Background: an optimization exercise with open tools, aiming at small area, a short achievable clock period and few clock cycles per item. Do not read the settings as production practice.
In this exercise RTL edits were held to simulation tests only and were not proved equivalent to the original.
Power figures rest on the tool's default switching activity, not on a simulated workload.

run A:
Design wallace_mult, start of the top module:
module wallace_mult (
	input  logic                  clk,
	input  logic                  rst_n,
	input  logic                  in_valid,
	input  wallace_pkg::operand_t a,
	input  wallace_pkg::operand_t b,
	output logic                  in_credit,
	output logic                  out_valid,
	output wallace_pkg::product_t product,
	input  logic                  out_credit
);
	localparam int NS = 3;
	logic [NS-1:0] load;
	wallace_pkg::product_t sum_product;
	csa_layer u_csa (
		.clk  (clk),
		.en   (load),
		.a    (a),
		.b    (b),
		.product (sum_product)
	);
	result_buffer #(.NS(NS)) u_result_buffer (
		.clk        (clk),
		.rst_n      (rst_n),
		.in_valid   (in_valid),
		.push_data  (sum_product),
		.out_credit (out_credit),
		.load       (load),
		.out_valid  (out_valid),
		.product    (product),
		.in_credit  (in_credit)
	);
endmodule
Size: roughly 1,400 cells after synthesis, ~300 flip-flops, ~17,000 um^2 of cells after synthesis.
export LEC_CHECK = 0
export CAP_MARGIN = 20
export CORE_MARGIN = 2
export CORE_UTILIZATION = 40
export SETUP_SLACK_MARGIN = 1.8
export SLEW_MARGIN = 20
create_clock -name core_clock -period 4.0 [get_ports {clk}]
run.sh (not shown) runs the stock make flow with config.mk's settings and CLKGATE_MAP_FILE= SYNTH_SCRIPT=/design/flow/synth_recipe.tcl, a recipe that flattens the netlist after the stock synthesis.
Testbench counts of run A, summed over its fixed seeds: cycles 3,232, items 3,200.
The following lists how run B was set up differently from run A:
Settings: an added ABC_AREA of 1; a change of SETUP_SLACK_MARGIN from 1.8 to 1.9; an added CTS_CLUSTER_DIAMETER of 80; an added CTS_CLUSTER_SIZE of 30.
==> comparison <==
Higher total global-route track usage was reported by run B, not run A. Wire length on run B is behind run A. Re post-synthesis share of cell area spent on and, or, nand and nor gates: run B and run A aren't equal, and the higher value belongs to run B. On share of the clock period used by the worst path after layout: between run B and run A, it ends up higher for run A.
For run C, these inputs were changed with respect to run B:
Settings: SETUP_SLACK_MARGIN changed from 1.9 to 1.8.
### Flow results
Run C vs run B, worst hold slack after final layout went up by 0.023 ns. Going from run B to run C, global-route usage over all layers closely matched the old numbers, routed wire length on met2 decreased by 0.37% relative to the old numbers, global placer's final weighted congestion decreased by 3.0% relative to the old numbers. Going from run B to run C, number of design-rule violations left by the first detailed-router iteration went up 11, register-to-register slack went down 0.02 ns, clock-buffer cell count went down 9.1%, final total power went down 5.9%. Number of cells upsized or downsized after cts | run C below run B. Relative to run B, the power in combinational cells measured on run C has decreased by a little under 10%. Fraction of the cycle the final worst path needs: run C and run B compared, lower one is run B.
### run C -> run D
Settings: ABC_AREA: 1 -> unset; CTS_CLUSTER_SIZE: 30 -> unset; CTS_CLUSTER_DIAMETER: 80 -> unset; SETUP_SLACK_MARGIN: 1.8 -> 2.0.
[summary]
Run D: worst hold path cell count is 1 higher than what run C reported. Slew at the pin closest to its max-slew limit ends up lower on run D. Max detailed-placement wirelength estimate across run D and run C: run C. In the tables for run D and run C, cell area after technology mapping reads higher with run C. Number of sequential cells: run D vs run C, no meaningful difference. Run C reports its source of the critical timing path as u_csa.st2_q[15] while run D reports u_csa.st2_q[5]. Against run C as the reference, run D delivers a higher total power. Of run D and run C, run D shows the lower cell area after placement, with run C above it.
The following lists how run E was set up differently from run D:
Settings: CTS_CLUSTER_SIZE now 40, previously not set; SETUP_SLACK_MARGIN now 1.8, was 2.0; CTS_CLUSTER_DIAMETER now 100, previously not set.
### Flow results
Delta (run E minus run D): total met2 wirelength after detailed routing now smaller; met3 usage now smaller; cell area after layout now smaller.
In run E relative to run D, number of setup buffers added after CTS had gone down by more than a quarter.
Per the comparison of run E with run D, first-pass GRT wire length saw a decrease, clock group share of total power went down.
Input changes introduced in run F (baseline for comparison: run E):
Settings: an added TNS_END_PERCENT of 20; a change of CTS_CLUSTER_SIZE from 40 to 30; an added ABC_AREA of 1; a change of CTS_CLUSTER_DIAMETER from 100 to 80.
## What came out
Taking run E as the reference, in run F count of hold-fix buffers inserted at cts roughly the same, hold slack went up, relative contribution of combinational cells to total power shows a reduction of 1.1 points. For run F, the library cell contributing the largest single delay on the critical path was sky130_fd_sc_hd__clkdlybuf4s50_1, unlike run E, where it was sky130_fd_sc_hd__fa_1. On die area, the lower figure sits with run E, not run F. Sequential fraction of total cell area (run F over run E): decrease, 0.16 points. Initial standard-cell utilization of the core for run F: 0.15 points down relative to run E. Run F: count of clock-buffer cells in the layout is 3 higher than what run E reported. The cell area of run F was inferior to that of run E. In run F the total routing usage reported by global routing turned out 0.93 points higher than in run E. Going from run E to run F, number of cell rows grows by 1.

---

== run 1 ==
wallace_mult again, from the RTL that the note above started with.
Settings: LEC_CHECK=0, ABC_AREA=1, CAP_MARGIN=20, CORE_MARGIN=2, CORE_UTILIZATION=40, CTS_CLUSTER_DIAMETER=80, CTS_CLUSTER_SIZE=30, SETUP_SLACK_MARGIN=1.7, SLEW_MARGIN=20; clock period 4.0 ns.
Run 1 was carried through to the last stage, and its layout satisfied the timing, design-rule and antenna checks.
Testbench counts of run 1, summed over its fixed seeds: cycles 3,232, items 3,200.
### run 1 -> run 2
# run 1
export LEC_CHECK = 0
export ABC_AREA = 1
export CAP_MARGIN = 20
export CORE_MARGIN = 2
export CORE_UTILIZATION = 40
export CTS_CLUSTER_DIAMETER = 80
export CTS_CLUSTER_SIZE = 30
export SETUP_SLACK_MARGIN = 1.7
export SLEW_MARGIN = 20
create_clock -name core_clock -period 4.0 [get_ports {clk}]
# run 2
export LEC_CHECK = 0
export CAP_MARGIN = 20
export CORE_MARGIN = 2
export CORE_UTILIZATION = 40
export SETUP_SLACK_MARGIN = 1.6
export SLEW_MARGIN = 20
create_clock -name core_clock -period 4.0 [get_ports {clk}]
### Flow results
Number of tap cells inserted | run 2 below run 1
Summary of run 2 over run 1: required time of the critical path now sits higher; share of the clock period used by the worst path increased by 5.0 points relative to the old numbers.
| static leakage power | higher: run 1 |
Going from run 1 to run 2, transition time at the pin with the least slew margin shows an increase of 0.18 ns; area enclosed by the die boundary dropped about 1.6%.
For run 3, these inputs were changed with respect to run 2:
# run 2
export LEC_CHECK = 0
export CAP_MARGIN = 20
export CORE_MARGIN = 2
export CORE_UTILIZATION = 40
export SETUP_SLACK_MARGIN = 1.6
export SLEW_MARGIN = 20
create_clock -name core_clock -period 4.0 [get_ports {clk}]
# run 3
export LEC_CHECK = 0
export ABC_AREA = 1
export CAP_MARGIN = 20
export CORE_MARGIN = 2
export CORE_UTILIZATION = 40
export SETUP_SLACK_MARGIN = 2.0
export SLEW_MARGIN = 20
create_clock -name core_clock -period 4.0 [get_ports {clk}]
--- outcome ---
The adder and majority gate portion of the synthesized area in run 3 sits 0.22 points below the value recorded for run 2.
Compared with run 2, run 3 shows a lower clock share of power.
Taking run 2 as the reference, in run 3 count of clock-buffer cells in the layout dropped 4.8%, maximum frequency climbed 9.8%, core utilization climbed 4.5 points.
### run 3 -> run 4
# run 3
export LEC_CHECK = 0
export ABC_AREA = 1
export CAP_MARGIN = 20
export CORE_MARGIN = 2
export CORE_UTILIZATION = 40
export SETUP_SLACK_MARGIN = 2.0
export SLEW_MARGIN = 20
create_clock -name core_clock -period 4.0 [get_ports {clk}]
# run 4
export LEC_CHECK = 0
export ABC_AREA = 1
export CAP_MARGIN = 20
export CORE_MARGIN = 2
export CORE_UTILIZATION = 55
export CTS_CLUSTER_DIAMETER = 80
export CTS_CLUSTER_SIZE = 30
export SETUP_SLACK_MARGIN = 1.8
export SLEW_MARGIN = 20
create_clock -name core_clock -period 4.0 [get_ports {clk}]
==> comparison <==
- Taking run 3 as the reference, in run 4 worst setup slack went down 0.017 ns; share of the clock period used by the worst path went up; design area shows a reduction of 2500 sq um; buffer share of cell area down 3.9 points; instance count of the mapped netlist about even.
- In the tables for run 3 and run 4, global-route usage reads higher with run 4.
- The heaviest power group comes out combinational logic in one run and sequential cells in the other, namely in run 3 and run 4 respectively.

---

Setup of build 27:
Another version of the RTL of wallace_mult (not shown whole).
For scale: about 1600 cells after synthesis, roughly 230 flip-flops, roughly 70 I/O pins, ~17000 sq um of cells after synthesis.
export LEC_CHECK = 0
export CAP_MARGIN = 20
export CORE_MARGIN = 2
export CORE_UTILIZATION = 40
export SETUP_SLACK_MARGIN = 1.5
export SLEW_MARGIN = 20
create_clock -name core_clock -period 4.0 [get_ports {clk}]
Build 27 went all the way through the flow, and no timing, DRC or antenna check failed.
Testbench counts of build 27, summed over its fixed seeds: cycles 3,224, items 3,200.
Setup changes, build 27 to trial 3
# build 27
export LEC_CHECK = 0
export CAP_MARGIN = 20
export CORE_MARGIN = 2
export CORE_UTILIZATION = 40
export SETUP_SLACK_MARGIN = 1.5
export SLEW_MARGIN = 20
create_clock -name core_clock -period 4.0 [get_ports {clk}]
# trial 3
export LEC_CHECK = 0
export ABC_CLOCK_PERIOD_IN_PS = 2400
export CAP_MARGIN = 20
export CORE_MARGIN = 2
export CORE_UTILIZATION = 40
export SETUP_SLACK_MARGIN = 1.5
export SLEW_MARGIN = 20
create_clock -name core_clock -period 4.0 [get_ports {clk}]
==> run summary <==
- Build 27 -> trial 3: count of pins over their slew limit delta 0, exact match
- As far as worst-case clock skew goes, trial 3 and build 27 are indistinguishable; the numbers are identical.
- Comparing trial 3 against build 27, there is no change at all in summed instance area of the synthesized netlist.
- Going from build 27 to trial 3, final period utilization closely matched the old numbers; count of cells along the worst register-to-register path closely matched the old numbers; sequential share of layout area closely matched the old numbers; post-route standard cell area excluding fillers closely matched the old numbers; total wire length after detailed routing closely matched the old numbers.
- Diff build 27..trial 3 | slew at the pin closest to its max-slew limit | negligible
- Between build 27 and trial 3, the met2 routed wirelength figures differ only marginally.

---

RTL: one of the versions met above, not the one the previous note started from.
Size: ~1600 cells after synthesis, about 0.017 mm^2 of cells after synthesis.
export LEC_CHECK = 0
export ABC_AREA = 1
export CAP_MARGIN = 20
export CORE_MARGIN = 2
export CORE_UTILIZATION = 40
export SETUP_SLACK_MARGIN = 1.8
export SLEW_MARGIN = 20
create_clock -name core_clock -period 4.0 [get_ports {clk}]
Testbench counts at the start, summed over its fixed seeds: cycles 3,232, items 3,200.
Rerun with:
Settings changed: CTS_CLUSTER_DIAMETER set to 80, CTS_CLUSTER_SIZE set to 30, PLACE_DENSITY set to 0.75.
The changed run completed with no timing, DRC or antenna violations.
Maximum frequency came out lower by 3.0%.
Worst hold slack improved by 0.012 ns.
Die area does not change.
Cell count fell by 1.4%.
Non-clock buffer count fell by 2.
Via count decreases by about 1.3%.
Synthesized cell count stays the same.
Clock power came out lower by 36%.
First-iteration DRC count rises by about 20%.
Register-to-register slack is worse by 0.07 ns.
Clock skew goes up by 0.0083 ns.

afterwards: timing with drivers on the ports:
In the flow no input, the clock included, has a driving cell. The finished layouts below were timed again as built, in two steps.
Step 1 sets driving cells, clkbuf_16 on the clock port and buf_2 on the other inputs (assumed; they add their load-dependent delay and slew).
Step 2, shift: input delay + t, output delay - t, t = (earliest + latest rising clock arrival at the registers) / 2. This alone moves slack from input paths to output paths.
Three values: no drivers, after step 1, after step 2; two values: the first two.
run | t (ns) | setup slack, ns | worst setup path after step 2 | worst slew at a driven data input, ns
run A | 0.595 | 1.729 / 1.729 / 1.251 | input to register | 0.05
run B | 0.582 | 1.823 / 1.823 / 1.397 | input to register | 0.04
run C | 0.579 | 1.803 / 1.777 / 1.271 | input to register | 0.04
run D | 0.597 | 1.731 / 1.731 / 1.189 | input to register | 0.05
run E | 0.556 | 1.733 / 1.701 / 1.210 | input to register | 0.06
run F | 0.583 | 1.654 / 1.604 / 1.202 | input to register | 0.05
run 1 | 0.581 | 1.760 / 1.709 / 1.252 | input to register | 0.04
run 2 | 0.583 | 1.560 / 1.560 / 1.144 | input to register | 0.04
run 3 | 0.576 | 1.779 / 1.779 / 1.537 | input to register | 0.04
run 4 | 0.565 | 1.761 / 1.761 / 1.336 | input to register | 0.03
build 27 | 0.574 | 1.464 / 1.488 / 0.914 | input to register | 0.06
trial 3 | 0.574 | 1.464 / 1.488 / 0.914 | input to register | 0.06
the first run of note 4 | 0.581 | 1.780 / 1.780 / 1.245 | input to register | 0.04
the second run of note 4 | 0.567 | 1.713 / 1.713 / 1.312 | input to register | 0.04
After both steps setup and hold are still met in every run listed.
